From an optimization exercise on the open Yosys and OpenROAD flow, aimed at small area, a short achievable clock period and few clock cycles per item; shortcuts taken in it are not production practice. In this exercise RTL edits were held to simulation tests only and were not proved equivalent to the original.

== run A ==
## clamped_pid_controller
module clamped_pid_controller #(
    parameter int GAIN_FRAC_BITS = 16
) (
    input  logic                                i_clk,
    input  logic                                i_rst_n,
    input  logic                                i_cfg_we,
    input  logic [cpid_pkg::CFG_IDX_W-1:0]      i_cfg_idx,
    input  logic [cpid_pkg::CFG_DATA_W-1:0]     i_cfg_data,
    input  logic                                i_valid,
    output logic                                o_stall,
    input  logic signed [cpid_pkg::SAMPLE_W-1:0] i_setpoint,
    input  logic signed [cpid_pkg::SAMPLE_W-1:0] i_measured,
    input  logic                                i_clear_integ,
    output logic                                o_valid,
    input  logic                                i_stall,
    output logic signed [cpid_pkg::DRIVE_W-1:0] o_drive,
    output logic                                o_clamped
);
clock: 10.0 ns
lec_check: 0
abc_area: 1
cap_margin: 20
core_margin: 2
core_utilization: 60
cts_buf_list: sky130_fd_sc_hd__clkbuf_4 sky130_fd_sc_hd__clkbuf_8
place_density: 0.7
slew_margin: 20
standard.sh (not shown) runs the stock make flow with config.mk's settings and CLKGATE_MAP_FILE= SYNTH_SCRIPT=/design/flow/synth_recipe.tcl, a recipe that flattens the netlist after the stock synthesis.
==> flow/flow/run.sh <==
#!/bin/bash
set -euo pipefail
bash standard.sh SETUP_SLACK_MARGIN=6.2 finish > standard_flow.log 2>&1
Run A: done, clean on timing, DRC and antenna
Testbench counts of run A, summed over its fixed seeds: cycles 12,048, items 12,000.
Input-level comparison between run B and run A:
==> flow/flow/run.sh <==
#!/bin/bash
set -euo pipefail
bash standard.sh SETUP_SLACK_MARGIN=6 finish > standard_flow.log 2>&1
-- flow/config.mk --
<<< run A, line 9
export CAP_MARGIN = 20
export CORE_MARGIN = 2
export CORE_UTILIZATION = 60
export CTS_BUF_LIST = sky130_fd_sc_hd__clkbuf_4 sky130_fd_sc_hd__clkbuf_8
export PLACE_DENSITY = 0.7
export SLEW_MARGIN = 20
>>> run B, line 9
export CAP_MARGIN = 20
export CORE_MARGIN = 2
export CORE_UTILIZATION = 50
export CTS_BUF_LIST = sky130_fd_sc_hd__clkbuf_4 sky130_fd_sc_hd__clkbuf_8
export SLEW_MARGIN = 20
[summary]
Run B against run A: via count -about 4.6%, non-clock buffer count lower, remaining max-slew budget at the tightest pin -4.0 points, slack of the worst reg-to-reg path level. Comparing run B against run A, there is no change at all in number of sinks handled by clock tree synthesis. Worst hold slack: run B vs run A, no meaningful difference. Relative to run A, the clock-buffer cell count measured on run B has increased by a few percent. Across both runs, cell area reported after detailed placement was higher for run B than for run A.
### run B -> run C
==> flow/flow/run.sh <==
#!/bin/bash
set -euo pipefail
bash standard.sh SETUP_SLACK_MARGIN=6.3 finish > standard_flow.log 2>&1
Notes after the runs:
- Run C against run B: layout-stage area growth over the synthesis result now sits higher.
- Diff run B -> run C: iteration-0 DRC count of the detailed router -1.8%, final area +4.5%.
- Delta (run C minus run B): non-clock inverter count in the final layout increased by 5 relative to the old numbers, clock network contribution to total cell area closely matched the old numbers.
What run D does differently from run C at the input level:
==> flow/flow/run.sh <==
#!/bin/bash
set -euo pipefail
bash standard.sh SETUP_SLACK_MARGIN=6.2 finish > standard_flow.log 2>&1
--- outcome ---
Clock buffer instance count of the final layout: run D higher than run C
Of the two candidates, run C has the worse wire length and run D the better one.
Worst setup margin was lower in the run labelled run D.
As far as area after synthesis goes, run C and run D are indistinguishable; the numbers are identical.
Comparing run C and run D, the lower register fraction of the total cell area was measured on run C.
Sequential standard cell area essentially unchanged between run D and run C.
Summary — per-cell via count in the routed design, run D relative to run C: higher, by 0.031.
Delta(number of non-clock buffers, run D - run C) < 0
The following lists how run E was set up differently from run D:
==> flow/flow/run.sh <==
#!/bin/bash
set -euo pipefail
bash standard.sh SETUP_SLACK_MARGIN=6.2 "BUFFER_PORTS_ARGS=-buffer_cell sky130_fd_sc_hd__buf_4" finish > standard_flow.log 2>&1
- From run D to run E, clock sink count did not move at all.
- The required time of the critical path in run E was higher than what run D gave.
- Initial antenna violation count: run E higher than run D
- Row count of cell instances traversed by the critical path: run E higher / run D lower
- Hold slack delta (run E -> run D): insignificant
- Of run E and run D, the higher number of non-clock buffers belongs to run E.
- For number of nets produced by synthesis, run D and run E come out practically identical.
- Run D → run E: count of clock-buffer cells in the layout went down about 5.6%; clock distribution area overhead in the final layout comparable; detailed-route wire length per cell neither gained nor lost much.

clamped_pid_controller, a different RTL version from the one above (not shown whole).
Size: roughly 5400 cells after synthesis, roughly 570 flip-flops, about 80 I/O pins.
## clamped_pid_controller
module clamped_pid_controller #(
    parameter int GAIN_FRAC_BITS = 16
) (
    input  logic                                i_clk,
    input  logic                                i_rst_n,
    input  logic                                i_cfg_we,
    input  logic [cpid_pkg::CFG_IDX_W-1:0]      i_cfg_idx,
    input  logic [cpid_pkg::CFG_DATA_W-1:0]     i_cfg_data,
    input  logic                                i_valid,
    output logic                                o_stall,
    input  logic signed [cpid_pkg::SAMPLE_W-1:0] i_setpoint,
    input  logic signed [cpid_pkg::SAMPLE_W-1:0] i_measured,
    input  logic                                i_clear_integ,
    output logic                                o_valid,
    input  logic                                i_stall,
    output logic signed [cpid_pkg::DRIVE_W-1:0] o_drive,
    output logic                                o_clamped
);
clock: 10.0 ns
lec_check: 0
abc_area: 1
cap_margin: 20
core_margin: 2
core_utilization: 50
cts_buf_list: sky130_fd_sc_hd__clkbuf_4 sky130_fd_sc_hd__clkbuf_8
slew_margin: 20
==> flow/flow/run.sh <==
#!/bin/bash
set -euo pipefail
bash standard.sh SETUP_SLACK_MARGIN=6.4 finish > standard_flow.log 2>&1
Testbench counts at the start, summed over its fixed seeds: cycles 12,040, items 12,000.
Change:
==> flow/flow/run.sh (replaced) <==
#!/bin/bash
set -euo pipefail
bash standard.sh SETUP_SLACK_MARGIN=6 finish > standard_flow.log 2>&1
After rerunning:
- sequential share of layout area rises by 1.8 points
- design area shrinks by a little under a tenth
- clock skew shrinks by 11 ps

## re-timing with driven ports
No port has a modelled driver above. Below, the same layouts with a new extraction and two added sets of constraints. Step 1, drivers: a clkbuf_16 drives i_clk and a buf_2 each remaining input, both assumed. Step 2 moves the port delays by t, midway between the first and last clock arrival at a register: inputs arrive t later, outputs are due t later. That takes back most of the time a late clock gives input paths. Three values: ideal ports, drivers, drivers and shift; two values: the first two.
run	shift t [ns]	setup slack, ns	worst setup path after step 2	cell pins on the clock port's net
run A	0.865	6.067 / 6.067 / 5.492	input to register	1
run B	0.867	6.060 / 6.060 / 5.284	input to register	1
run C	0.873	6.218 / 6.218 / 5.674	input to register	1
run D	0.857	6.206 / 6.204 / 5.481	input to register	1
run E	0.865	6.175 / 6.175 / 5.430	input to register	1
the first run of note 2	0.847	5.602 / 5.602 / 5.602	register to register	1
the second run of note 2	0.826	5.757 / 5.757 / 5.371	input to register	1
After both steps every run listed still meets setup and hold. The setup slack of run B, which loses most, moves by 0.000 ns with the drivers and by -0.776 ns with both steps.
